This design comes from an exercise in tuning for small area, a short achievable clock period and few clock cycles per item on the open sky130 flow, not from production work.
No run shown here included a check of the RTL's function; only the layout flow was run.

## flow/design.v (module list and top-level ports; edited modules follow where they fit)
// module muldiv_router: 164 lines
// module mul_unit: 2352 lines
// module div_unit: 103 lines
// module rv32m_unit: 99 lines
module rv32m_unit (
    input  logic             clk_i,
    input  logic             arst_n_i,
    input  logic             cmd_valid_i,
    output logic             cmd_ready_o,
    input  logic [2:0]       cmd_op_i,
    input  logic [31:0]      cmd_src1_i,
    input  logic [31:0]      cmd_src2_i,
    input  logic [4:0]       cmd_tag_i,
    output logic             rsp_valid_o,
    input  logic             rsp_ready_i,
    output logic [4:0]       rsp_tag_o,
    output logic [31:0]      rsp_result_o
);
  // ...
==> flow/run.sh <==
#!/bin/bash
# synth_recipe.tcl (not shown) runs the flow's synth.tcl, then flattens the netlist and writes it again
# the make line also repeats each setting of config.mk as NAME=value (left out here)
make -C /OpenROAD-flow-scripts/flow DESIGN_CONFIG=/design/flow/config.mk WORK_HOME=/design/flow/orfs CLKGATE_MAP_FILE= SYNTH_SCRIPT=/design/flow/synth_recipe.tcl finish
==> flow/config.mk <==
export PLATFORM = sky130hd
export DESIGN_NAME = rv32m_unit
export DESIGN_NICKNAME = rv32m_unit
export VERILOG_FILES = /design/flow/design.v
export SDC_FILE = /design/flow/constraint.sdc
export NUM_CORES = 4
export LEC_CHECK = 0
export CAP_MARGIN = 20
export CORE_MARGIN = 2
export CORE_UTILIZATION = 40
export PLACE_DENSITY = 0.6
export SLEW_MARGIN = 20
==> flow/constraint.sdc <==
create_clock -name core_clock -period 10.0 [get_ports {clk_i}]
set_input_delay 2.0000 -clock core_clock [delete_from_list [all_inputs] [get_ports {clk_i}]]
set_output_delay 2.0000 -clock core_clock [all_outputs]
set_load 0.01 [all_outputs]
==> metrics.md, run 1 <==
| Metric | Value |
|---|---|
| Die Height | approximately 430 um |
| Synth Instances | about 7,800 |
| Post-Synth Simple-Gate Area | 0.103 |
| Vias in the first global route | about 62,000 |
| Layout cells sized above 1 | 0.0850 |
| CP max stage cell | a21o_1 |
| Final Hold Viols | 0 |
| Die span in x | 429 um |
| Setup CP Type | reg2reg |
| Commonest non-fill, non-tap cell in the layout | xnor2_1 |
| Ys Warns | 3 |
| H-tree Lvls | 3 |
| Min Hold Slack | 0.504 ns |
| Fillers | between 15,000 and 20,000 |
| CTS Root Cell | clkbuf_16 |
| Pre-antenna DRT Iters | 8 |
| Share of the synthesized area in the top cell type | 0.268 |
| Status | finished clean |
| Type of origin of the critical path | register |
| Most frequent cells in the layout | xnor2_1, inv_1, edfxtp_1 |
| Adder and majority gate portion of the synthesized area | 0.196 |
| Biggest register | u_mul.cr |
| Vias | about 63,000 |
| Number of flip-flops and latches | 659 |
| Seq/Total Area, Yosys | 0.273 |
| Largest net degree at the start of global routing | 126 |
| Via-per-instance ratio | roughly 6.3 |
| Max reg flops | ~130 |
| Tap cells | roughly 2,400 |
| Sequential cell area share | 0.249 |
| Cell family with most CP delay | compound AO/OA/AOI/OAI gates |
| R2r setup slk | roughly 2.3 ns |
| Setup violators final | 0 |
| Total track usage | 0.307 |
| Post_cts resized | 0 |
| Clock tree buffer depth | 3 |
| Critical Path Fanout Max | 34 |
| Std cell rows | 156 |
| Leading cell kind | multi-input combinational cells |
==> module muldiv_router, before the edit <==
module muldiv_router (
    input  logic                clk_i,
    input  logic                arst_n_i,
    input  logic                cmd_valid_i,
    output logic                cmd_ready_o,
    input  logic [2:0]          cmd_op_i,
    input  logic [31:0]         cmd_src1_i,
    input  logic [31:0]         cmd_src2_i,
    input  logic [4:0]          cmd_tag_i,
    output logic                rsp_valid_o,
    input  logic                rsp_ready_i,
    output logic [4:0]          rsp_tag_o,
    output logic [31:0]         rsp_result_o,
    output logic                mul_valid,
    input  logic                mul_ready,
    output logic [32:0]         mul_x,
    output logic [32:0]         mul_y,
    output logic                mul_hi,
    output logic [4:0]          mul_tag,
    input  logic                mul_rsp_valid,
    output logic                mul_rsp_take,
    input  logic [4:0]          mul_rsp_tag,
    input  logic [31:0]         mul_rsp_result,
    output logic [3-1:0] div_ld,
    output logic [31:0]         div_dvd,
    output logic [31:0]         div_dvs,
    output logic                div_is_rem,
    output logic                div_neg_q,
    output logic                div_neg_r,
    output logic [4:0]          div_tag,
    input  logic [3-1:0] div_free,
    input  logic [3-1:0] div_done,
    output logic [3-1:0] div_take,
    input  logic [3-1:0][4:0]  div_rsp_tag,
    input  logic [3-1:0][31:0] div_rsp_mag,
    input  logic [3-1:0]       div_rsp_neg
);
    localparam int NC = 3;
    localparam int EW = 3 + 1 + 1 + 32 + 32 + 5;
    logic [EW-1:0] in_e, h_q, k_q;
    logic          h_valid, k_valid;
    logic          accept, h_pop;
    logic          h_is_div, div_any_free;
    logic          in_sa, in_sb;
    logic [2:0]    h_op;
    logic          h_sa, h_sb;
    logic [31:0]   h_a, h_b;
    logic [4:0]    h_tag;
    assign in_sa = cmd_src1_i[31] & (cmd_op_i[2] ? !cmd_op_i[0]
                                                 : (cmd_op_i[1:0] == 2'd1 || cmd_op_i[1:0] == 2'd2));
    assign in_sb = cmd_src2_i[31] & (cmd_op_i[2] ? !cmd_op_i[0] : (cmd_op_i[1:0] == 2'd1));
    assign in_e  = {cmd_op_i, in_sa, in_sb, cmd_src1_i, cmd_src2_i, cmd_tag_i};
    assign {h_op, h_sa, h_sb, h_a, h_b, h_tag} = h_q;
    assign cmd_ready_o = !k_valid;
    assign accept      = cmd_valid_i && !k_valid;
    assign h_is_div     = h_op[2];
    assign div_any_free = |div_free;
    assign h_pop        = h_valid && (h_is_div ? div_any_free : mul_ready);
    always_ff @(posedge clk_i or negedge arst_n_i) begin
        if (!arst_n_i) begin
            h_valid <= 1'b0;
            k_valid <= 1'b0;
        end else begin
            if (!h_valid || h_pop) begin
                h_valid <= k_valid || accept;
                k_valid <= 1'b0;
            end else if (accept) begin
                k_valid <= 1'b1;
            end
        end
    end
    always_ff @(posedge clk_i) begin
        if (!h_valid || h_pop) begin
            h_q <= k_valid ? k_q : in_e;
        end
        if (accept && !k_valid) begin
            k_q <= in_e;
        end
    end
    assign mul_valid = h_valid && !h_is_div;
    assign mul_x     = {h_sa, h_a};
    assign mul_y     = {h_sb, h_b};
    assign mul_hi    = (h_op[1:0] != 2'd0);
    assign mul_tag   = h_tag;
    always_comb begin
        logic found;
        found  = 1'b0;
        div_ld = '0;
        for (int i = 0; i < NC; i++) begin
            if (div_free[i] && !found) begin
                div_ld[i] = h_valid && h_is_div;
                found     = 1'b1;
            end
        end
    end
    assign div_dvd    = h_sa ? -h_a : h_a;
    assign div_dvs    = h_sb ? -h_b : h_b;
    assign div_is_rem = h_op[1];
    assign div_neg_q  = h_sa ^ h_sb;
    assign div_neg_r  = h_sa;
    assign div_tag    = h_tag;
    logic        out_free, div_any_done;
    logic [4:0]  dsel_tag;
    logic [31:0] dsel_mag;
    logic        dsel_neg;
    logic        out_valid_q;
    logic [4:0]  out_tag_q;
    logic [31:0] out_result_q;
    localparam int WAIT_MAX = 15;
    logic [3:0]  wait_q;
    logic        div_first, div_win;
    assign out_free     = !out_valid_q || rsp_ready_i;
    assign div_any_done = |div_done;
    assign div_first    = (wait_q == WAIT_MAX[3:0]);
    assign div_win      = div_any_done && (div_first || !mul_rsp_valid);
    always_ff @(posedge clk_i or negedge arst_n_i) begin
        if (!arst_n_i) begin
            wait_q <= '0;
        end else if (!div_any_done || (out_free && div_win)) begin
            wait_q <= '0;
        end else if (!div_first) begin
            wait_q <= wait_q + 4'd1;
        end
    end
    always_comb begin
        logic found;
        found    = 1'b0;
        div_take = '0;
        dsel_tag = div_rsp_tag[0];
        dsel_mag = div_rsp_mag[0];
        dsel_neg = div_rsp_neg[0];
        for (int i = 0; i < NC; i++) begin
            if (div_done[i] && !found) begin
                div_take[i] = out_free && div_win;
                dsel_tag    = div_rsp_tag[i];
                dsel_mag    = div_rsp_mag[i];
                dsel_neg    = div_rsp_neg[i];
                found       = 1'b1;
            end
        end
    end
    assign mul_rsp_take = out_free && !div_win;
    always_ff @(posedge clk_i or negedge arst_n_i) begin
        if (!arst_n_i) begin
            out_valid_q <= 1'b0;
        end else if (out_free) begin
            out_valid_q <= div_any_done || mul_rsp_valid;
        end
    end
    always_ff @(posedge clk_i) begin
        if (out_free) begin
            if (div_win) begin
                out_tag_q    <= dsel_tag;
                out_result_q <= dsel_neg ? -dsel_mag : dsel_mag;
            end else begin
                out_tag_q    <= mul_rsp_tag;
                out_result_q <= mul_rsp_result;
            end
        end
    end
    assign rsp_valid_o  = out_valid_q;
    assign rsp_tag_o    = out_tag_q;
    assign rsp_result_o = out_result_q;
endmodule
==> module rv32m_unit, before the edit <==
module rv32m_unit (
    input  logic             clk_i,
    input  logic             arst_n_i,
    input  logic             cmd_valid_i,
    output logic             cmd_ready_o,
    input  logic [2:0]       cmd_op_i,
    input  logic [31:0]      cmd_src1_i,
    input  logic [31:0]      cmd_src2_i,
    input  logic [4:0]       cmd_tag_i,
    output logic             rsp_valid_o,
    input  logic             rsp_ready_i,
    output logic [4:0]       rsp_tag_o,
    output logic [31:0]      rsp_result_o
);
    localparam int NC = 3;
    logic        mul_valid, mul_ready, mul_hi;
    logic [32:0] mul_x, mul_y;
    logic [4:0]  mul_tag;
    logic        mul_rsp_valid, mul_rsp_take;
    logic [4:0]  mul_rsp_tag;
    logic [31:0] mul_rsp_result;
    logic [NC-1:0] div_ld, div_free, div_done, div_take;
    logic [31:0]   div_dvd, div_dvs;
    logic          div_is_rem, div_neg_q, div_neg_r;
    logic [4:0]    div_tag;
    logic [NC-1:0][4:0]  div_rsp_tag;
    logic [NC-1:0][31:0] div_rsp_mag;
    logic [NC-1:0]       div_rsp_neg;
    muldiv_router u_router (
        .clk_i          (clk_i),
        .arst_n_i       (arst_n_i),
        .cmd_valid_i    (cmd_valid_i),
        .cmd_ready_o    (cmd_ready_o),
        .cmd_op_i       (cmd_op_i),
        .cmd_src1_i     (cmd_src1_i),
        .cmd_src2_i     (cmd_src2_i),
        .cmd_tag_i      (cmd_tag_i),
        .rsp_valid_o    (rsp_valid_o),
        .rsp_ready_i    (rsp_ready_i),
        .rsp_tag_o      (rsp_tag_o),
        .rsp_result_o   (rsp_result_o),
        .mul_valid      (mul_valid),
        .mul_ready      (mul_ready),
        .mul_x          (mul_x),
        .mul_y          (mul_y),
        .mul_hi         (mul_hi),
        .mul_tag        (mul_tag),
        .mul_rsp_valid  (mul_rsp_valid),
        .mul_rsp_take   (mul_rsp_take),
        .mul_rsp_tag    (mul_rsp_tag),
        .mul_rsp_result (mul_rsp_result),
        .div_ld         (div_ld),
        .div_dvd        (div_dvd),
        .div_dvs        (div_dvs),
        .div_is_rem     (div_is_rem),
        .div_neg_q      (div_neg_q),
        .div_neg_r      (div_neg_r),
        .div_tag        (div_tag),
        .div_free       (div_free),
        .div_done       (div_done),
        .div_take       (div_take),
        .div_rsp_tag    (div_rsp_tag),
        .div_rsp_mag    (div_rsp_mag),
        .div_rsp_neg    (div_rsp_neg)
    );
    mul_unit u_mul (
        .clk_i      (clk_i),
        .arst_n_i   (arst_n_i),
        .in_valid   (mul_valid),
        .in_ready   (mul_ready),
        .in_x       (mul_x),
        .in_y       (mul_y),
        .in_hi      (mul_hi),
        .in_tag     (mul_tag),
        .out_valid  (mul_rsp_valid),
        .out_take   (mul_rsp_take),
        .out_tag    (mul_rsp_tag),
        .out_result (mul_rsp_result)
    );
    for (genvar i = 0; i < NC; i++) begin : g_div
        div_unit u_div (
            .clk_i     (clk_i),
            .arst_n_i  (arst_n_i),
            .ld        (div_ld[i]),
            .ld_dvd    (div_dvd),
            .ld_dvs    (div_dvs),
            .ld_is_rem (div_is_rem),
            .ld_neg_q  (div_neg_q),
            .ld_neg_r  (div_neg_r),
            .ld_tag    (div_tag),
            .free      (div_free[i]),
            .done      (div_done[i]),
            .take      (div_take[i]),
            .res_tag   (div_rsp_tag[i]),
            .res_mag   (div_rsp_mag[i]),
            .res_neg   (div_rsp_neg[i])
        );
    end
endmodule
==> run 2: changes to the inputs <==
--- a/flow/design.v
+++ b/flow/design.v
@@ -23,5 +23,5 @@
     input  logic [4:0]          mul_rsp_tag,
     input  logic [31:0]         mul_rsp_result,
-    output logic [3-1:0] div_ld,
+    output logic [2-1:0] div_ld,
     output logic [31:0]         div_dvd,
     output logic [31:0]         div_dvs,
@@ -30,12 +30,12 @@
     output logic                div_neg_r,
     output logic [4:0]          div_tag,
-    input  logic [3-1:0] div_free,
-    input  logic [3-1:0] div_done,
-    output logic [3-1:0] div_take,
-    input  logic [3-1:0][4:0]  div_rsp_tag,
-    input  logic [3-1:0][31:0] div_rsp_mag,
-    input  logic [3-1:0]       div_rsp_neg
+    input  logic [2-1:0] div_free,
+    input  logic [2-1:0] div_done,
+    output logic [2-1:0] div_take,
+    input  logic [2-1:0][4:0]  div_rsp_tag,
+    input  logic [2-1:0][31:0] div_rsp_mag,
+    input  logic [2-1:0]       div_rsp_neg
 );
-    localparam int NC = 3;
+    localparam int NC = 2;
     localparam int EW = 3 + 1 + 1 + 32 + 32 + 5;
     logic [EW-1:0] in_e, h_q, k_q;
@@ -2636,5 +2636,5 @@
     output logic [31:0]      rsp_result_o
 );
-    localparam int NC = 3;
+    localparam int NC = 2;
     logic        mul_valid, mul_ready, mul_hi;
     logic [32:0] mul_x, mul_y;
==> metrics.md, run 2 <==
| Metric | Value |
|---|---|
| Status | finished clean |
| Pre-antenna DRT Iters | 9 (+1) |
| Fin Clk Skew | about 0.026 ns |
| Detailed placement HPWL | between 150,000 and 200,000 um |
| Maximum clock rate | about 120 MHz |
| Initial antenna violation count | 11 |
| Largest net degree at the start of global routing | 96 (-24%) |
| RSZ-0062 raised after global routing | false |
| Std cell rows | 144 (-7.7%) |
| Minimum clock period | 8.14 ns |
| Die ar. | roughly 160,000 um2 |
| Post-route ant nets | 0 |
| Share of the synthesized area in the top cell type | 0.259 (-0.00873) |
| Async S/R FF share, synth | 0.0219 |
| Initial Util | 0.403 |
| Seq/Total Area, Yosys | 0.264 (-0.00874) |
| Seq cells post-synth | 548 |
| Final TNS setup | 0 ns |
| Post-synth net total | about 7,400 |
| Hold/Removal Path Class | reg2reg |
| Ys Warns | 3 (unchanged) |
| Mean Syn Cell Area | between 9 and 10 um2 |
| Most frequent cells in the layout | xnor2_1, inv_1, edfxtp_1 |
| Setup violators final | 0 (unchanged) |
| WP buf/inv | 3 |
| Required time of the worst setup path | approximately 10 ns |
| Final RePlAce weighted congestion | about 1.0 |
| Max reg flops | 127 (unchanged) |
| Routed WL | 255,000 um |
| Vias in the first global route | 54,000 (-13%) |
| Via-per-instance ratio | 6.37 (+1.4%) |
| Crit path top cell by count | a211oi_1 |
| H-tree Lvls | 3 (unchanged) |
| Final Hold Viols | 0 (unchanged) |
| Die span in x | 398 um (-7.3%) |
| Layout cells sized above 1 | 0.0813 (-0.00371) |
| Critical path's largest stage delay | just over 0.7 ns |
| Setup CP Type | reg2reg |
| Clock Latency Late Sink | slightly above 0.7 ns |
| Crit. End Element | register |
| Commonest non-fill, non-tap cell in the layout | xnor2_1 |
| Top cells by count, synth | xnor2_1, inv_1, edfxtp_1 |
| Cell family with most CP delay | compound AO/OA/AOI/OAI gates |
| Synth Instances | 6,560 (-16%) |
| Slew headroom | 0.152 |
| Yosys top cell by area | edfxtp_1 |
| Critical Path Fanout Max | 23 (-32%) |
| Clock-pin slew on the worst setup and hold paths | ~0.060 ns |
| CTS tree | yes |
| Synth top area cells | edfxtp_1, fa_1, xnor2_1 |
| Post-CTS setup buffer count | 0 |
| Mapped cell area | just over 60,000 um2 |
| CP max stage cell | nand2_1 |
| Total track usage | 0.316 (+0.00990) |
| Port bufs | roughly 110 |
| Clock sinks | 548 |
| WP data arrival | between 8 and 9 ns |
| Post_cts resized | 0 (unchanged) |
| Distinct cells, synth | 97 |
| Final net count | between 7,000 and 8,000 |
| Hold_buf cts | 0 |
| Biggest register | u_mul.cr |
| Type of origin of the critical path | register |
| Top-count cell post-synth | xnor2_1 |
| Top_reg_cell synth | edfxtp_1 |
| Clock tree buffer depth | 3 (unchanged) |
| CTS buffer count | 73 |
| CTS Root Cell | clkbuf_16 |
| Final Max Tran Viols | 0 |
| Biggest regs | u_mul.cr: 127 flops, u_router.h_q: 74 flops, u_router.k_q: 74 flops |
| Die Height | 398 um (-7.3%) |
| Worst-margin pin slew | about 1.3 ns |
| Gr ovfl total | 0 |
| Iteration-0 DRC Markers | 6,991 |
| Post-route DRC | 0 |
| Max Cap Viol | 0 |
| Routed len/inst | ~30 um |
| Core area | around 150,000 um2 |
| First-pass GRT wire length | roughly 370,000 um |
| Vias | 54,100 (-14%) |
| EDFF count, synth | ~540 |
| I/O pins | 115 |
| Tcrit/Tclk final | 0.814 |
| Synth-to-layout area growth | 9.23% |
[run 2: cell types whose count changed after synthesis, moves of 46 or more]
cell and delta:
inv_1 -59, nand3_1 -46, mux2i_1 -120, a21o_1 -71, o21ai_0 -95, a31oi_1 -55
ha_1 -74, edfxtp_1 -109, nand2_1 -243, a21oi_1 -74, o221ai_1 -47, nor2_1 -101
[run 2: cells by family (layout without fill, tap and decap cells)]
kind of cell             after synthesis  in the layout  synth area share
buffers and inverters               1123           1019            0.0682
AND/OR/NAND/NOR                     1251           1251            0.0939
multiplexers                         306            306            0.0562
AO/OA/AOI/OAI                       1771           1771             0.193
other                                  0              2                 0
flip-flops                           548            548             0.264
XOR/XNOR                             794            794             0.112
adder cells (fa/ha/maj)              767            767             0.212
[run 2: worst register-to-register path, delay by kind of cell, from the launching register on]
family,cells,cell delay [ns]
muxes,1,0.32
buffers and inverters,3,0.63
DFF,1,0.52
and+or+nand+nor,5,1.34
AOI/OAI and AO/OA,14,4.01
adders and majority gates,3,1.07
[run 2: metal layers]
layer | GRT usage | part of all wire
met5 | 0 | 0.00015
met4 | 0.158 | 0.058
met3 | 0.0809 | 0.12
met2 | 0.485 | 0.44
met1 | 0.414 | 0.39
[run 2: stage by stage]
step / cell area [um2] / std cells / hold slack [ns] / setup slack, ns / utilization
after floorplan: 62100 / 6560 / 0.437 / 2.04 / -
after global placement: 65300 / 8366 / 0.446 / 2.09 / 0.424
after detailed placement: 65300 / 8367 / 0.461 / 2.08 / 0.424
after CTS: 67800 / 8499 / 0.473 / 2.06 / 0.440
after global routing: 67800 / 8500 / 0.487 / 1.58 / 0.440
final: 67800 / 8502 / 0.469 / 1.86 / 0.440
[run 2: final cells by class]
type | count | area [um2]
repair buffers | 258 | 2270
fillers | 14900 | 86200
multi-input cells | 4889 | 41700
well taps | 2044 | 2560
inverters | 629 | 2360
flip-flops and latches | 548 | 16400
clock buffers | 87 | 1920
clock inverters | 45 | 571
diodes | 2 | 5.00
[run 2: worst paths after layout]
kind                                     startpoint                 endpoint  slack [ns]  depth (start not counted)
max reg2reg                g_div[1].u_div.dvs_q[18]  g_div[1].u_div.rem_q[6]        1.86                         26
max in group asynchronous                  arst_n_i         u_router.k_valid        7.86                          1
max                        g_div[1].u_div.dvs_q[18]  g_div[1].u_div.rem_q[6]        1.86                         26
min                                 u_router.h_q[2]  g_div[0].u_div.tag_q[2]        0.47                          0
min in group asynchronous                  arst_n_i       u_router.wait_q[2]        1.69                          1
min reg2reg                         u_router.h_q[2]  g_div[0].u_div.tag_q[2]        0.47                          0
==> run 3: changes to the inputs <==
--- a/flow/config.mk
+++ b/flow/config.mk
@@ -10,3 +10,4 @@
 export CORE_UTILIZATION = 40
 export PLACE_DENSITY = 0.6
+export SETUP_SLACK_MARGIN = 5
 export SLEW_MARGIN = 20
==> metrics.md, run 3 <==
| Metric | Value |
|---|---|
| Status | finished clean |
| Synth top area cells | edfxtp_1, fa_1, xnor2_1 |
| Final Max Tran Viols | 0 (unchanged) |
| Seq cells post-synth | 548 (unchanged) |
| CTS tree | yes |
| Most frequent cells in the layout | xnor2_1, edfxtp_1, inv_1 |
| Worst-margin pin slew | 1.23 ns (-0.0467 ns) |
| Post-DP Area | 65,800 um2 (+0.80%) |
| Clock-pin slew on the worst setup and hold paths | 0.06 ns (about the same) |
| Biggest register | u_mul.cr |
| CTS Root Cell | clkbuf_16 |
| Crit Reg-Reg Startpoint | g_div[0].u_div.dvs_q[18] |
| Pre-antenna DRT Iters | 8 (-1) |
| Top-count cell post-synth | xnor2_1 |
| Type of origin of the critical path | register |
| Die span in x | 398 um (unchanged) |
| Mean Syn Cell Area | 9.46 um2 (unchanged) |
| Ys Warns | 3 (unchanged) |
| First-pass GRT wire length | 397,000 um (+7.5%) |
| Via-per-instance ratio | 6.43 (+0.91%) |
| Critical Path Fanout Max | 5 (-78%) |
| Die ar. | 158,000 um2 (unchanged) |
| Mapped cell area | 62,100 um2 (unchanged) |
| Post-route DRC | 0 (unchanged) |
| Hold path start | u_router.h_q[0] |
| Seq/Total Area, Yosys | 0.264 (unchanged) |
| Share of the synthesized area in the top cell type | 0.259 (unchanged) |
| Largest net degree at the start of global routing | 134 (+40%) |
| Core area | 154,000 um2 (unchanged) |
| Minimum clock period | 6.20 ns (-1.93 ns) |
| Detailed placement HPWL | 180,000 um (-0.15%) |
| R2r setup slk | 3.80 ns (+1.93 ns) |
| Required time of the worst setup path | 10.45 ns (about the same) |
| H-tree Lvls | 3 (unchanged) |
| Final TNS setup | 0 ns (unchanged) |
| Clock sinks | 548 (unchanged) |
| Initial Util | 0.403 (unchanged) |
| Routed len/inst | 31.3 um (+4.5%) |
| Hold/Removal Path Class | reg2reg |
| Fillers | 13,900 (-6.5%) |
| Fin Clk Skew | 0.0441 ns (+0.0178 ns) |
| Tcrit/Tclk final | 0.620 (-0.193) |
| Max reg flops | 127 (unchanged) |
| Initial antenna violation count | 14 (+3) |
| Critical Path Source | g_div[0].u_div.dvs_q[18] |
| Hold_buf cts | 0 (unchanged) |
| Post-route cell area | 77,100 um2 (+14%) |
| Layout cells sized above 1 | 0.216 (+0.135) |
| Routed WL | 281,000 um (+10%) |
| Final non-filler cell total | 8,968 (+5.5%) |
| Maximum clock rate | 161 MHz (+31%) |
| Vias in the first global route | 56,400 (+4.5%) |
| Setup CP Type | reg2reg |
| Max Cap Viol | 0 (unchanged) |
| Final RePlAce weighted congestion | 1.00 (-1.5%) |
| WP data arrival | 6.65 ns (-1.95 ns) |
| Clock Latency Late Sink | 0.72 ns (about the same) |
| CP max stage cell | edfxtp_1 |
| Top cells by count, synth | xnor2_1, inv_1, edfxtp_1 |
| Die Height | 398 um (unchanged) |
| Placed insts | 8,364 (-0.036%) |
| Final Hold Viols | 0 (unchanged) |
| Setup violators final | 0 (unchanged) |
| CTS buffer count | 73 (unchanged) |
| Vias | 57,600 (+6.4%) |
| Crit. End Element | register |
| Std cell rows | 144 (unchanged) |
| Final cell utilization of the core | 0.500 (+0.0601) |
| Slew headroom | 0.177 (+0.0252) |
| Biggest regs | u_mul.cr: 127 flops, u_router.h_q: 74 flops, u_router.k_q: 74 flops |
| I/O pins | 115 (unchanged) |
| Synth Instances | 6,560 (unchanged) |
| Critical path's largest stage delay | 0.46 ns (-0.25 ns) |
| Iteration-0 DRC Markers | 7,817 (+12%) |
| Clock tree buffer depth | 3 (unchanged) |
| EDFF count, synth | 536 (unchanged) |
| Ordered list of cells on the worst path | inv_2, ha_4, and2_4, or3_4, nor4b_4, o2111ai_4, nand2_2, nand4b_1, a311oi_4, buf_12, mux2_4, ha_4, nor2b_4, o31a_1, o41a_1, o311ai_4, a31oi_4, o31a_1, a221o_1, a211oi_2, xor2_1, nor2_1, a221o_1 |
| Top_reg_cell synth | edfxtp_1 |
| Post-route ant nets | 0 (unchanged) |
| Distinct cells, synth | 97 (unchanged) |
| Commonest non-fill, non-tap cell in the layout | xnor2_1 |
| Async S/R FF share, synth | 0.0219 (unchanged) |
| Final net count | 7,705 (+6.4%) |
| Gr ovfl total | 0 (unchanged) |
| Total track usage | 0.343 (+0.0270) |
| Synth-to-layout area growth | 24.2% |
| Port bufs | 114 (unchanged) |
| RSZ-0062 raised after global routing | true |
| Yosys top cell by area | edfxtp_1 |
| Post-synth net total | 7,403 (unchanged) |
[run 3: cell counts after synthesis]
No cell type changed its count.
[run 3: area by class of cell]
type,count,area [um2],share of cell area
diodes,3,7.51,0.0000974
clock buffers,85,1940,0.0251
clock inverters,49,478,0.00620
inverters,629,2560,0.0332
multi-input cells,4889,44900,0.583
flip-flops and latches,548,16400,0.213
well taps,2044,2560,0.0332
repair buffers,713,8150,0.106
repair inverters,8,70.1,0.000909
[run 3: kinds of logic (layout without fill, tap and decap cells)]
logic type	count (synthesis)	count (layout)	synth area share
simple gates	1251	1251	0.0939
xor+xnor	794	794	0.112
mux	306	306	0.0562
buf+inv	1123	1484	0.0682
flops	548	548	0.264
fa+ha+maj	767	767	0.212
compound gates	1771	1771	0.193
other cells	0	3	0
[run 3: metrics by stage]
step | setup WS, ns | hold WS, ns
floorplan | 4.02 | 0.437
global placement | 2.85 | 0.446
detailed placement | 2.79 | 0.457
CTS | 3.83 | 0.473
global route | 3.68 | 0.499
finish | 3.80 | 0.468
[run 3: worst max-delay path, delay by kind of cell (launching register included)]
family | cells | cell delay, ns
AOI/OAI and AO/OA | 10 | 2.79
xor gates and xnor gates | 1 | 0.19
adders and majority gates | 2 | 0.44
buffers and inverters | 2 | 0.34
DFF | 1 | 0.46
muxes | 1 | 0.32
and+or+nand+nor | 7 | 1.38
[run 3: path summary, 6_finish.rpt]
kind,cells past startpoint,end
worst max register to register,23,g_div[0].u_div.rem_q[31]
worst min register to register,0,g_div[0].u_div.tag_q[0]
min in group asynchronous,1,u_router.k_valid
max in group asynchronous,1,u_router.k_valid
worst max-delay path,23,g_div[0].u_div.rem_q[31]
worst min-delay path,0,g_div[0].u_div.tag_q[0]
[run 3: per-layer routing]
| metal | track usage | part of all wire |
|---|---|---|
| met1 | 0.411 | 0.36 |
| met2 | 0.519 | 0.42 |
| met3 | 0.121 | 0.13 |
| met4 | 0.229 | 0.091 |
| met5 | 0.000303 | 0.00084 |
[run 3: timing repair]
item                                    in CTS  in global routing
buffers inserted                           300                113
cloned                                      46                  6
pin swaps                                  178                246
endpoints found under the setup margin     228                189
resized for setup                          553                386

-- separate check: timing with driven ports --
The flow's constraints put no driver on any port. The routed layouts listed below were extracted and timed again, unchanged, in two steps. Step 1: set_driving_cell puts a clkbuf_16 on clk_i and a buf_2 on each other input, an assumption about the parent block. Step 2 times the ports against the registers' clock, not the clock port: input delays grow and output delays shrink by t, the midpoint of the rising clock arrivals with the driver on. Three values: ideal ports, drivers, drivers and shift; two values: the first two.
| run | shift t [ns] | slack for setup (ns) | worst slew at a driven data input, ns | cell pins on the clock port's net |
|---|---|---|---|---|
| run 1 | 0.827 | 2.304 / 2.304 / 2.304 | 0.06 | 1 |
| run 2 | 0.788 | 1.863 / 1.863 / 1.863 | 0.08 | 1 |
| run 3 | 0.779 | 3.797 / 3.797 / 3.797 | 0.10 | 1 |
After both steps setup and hold are still met in every run listed.
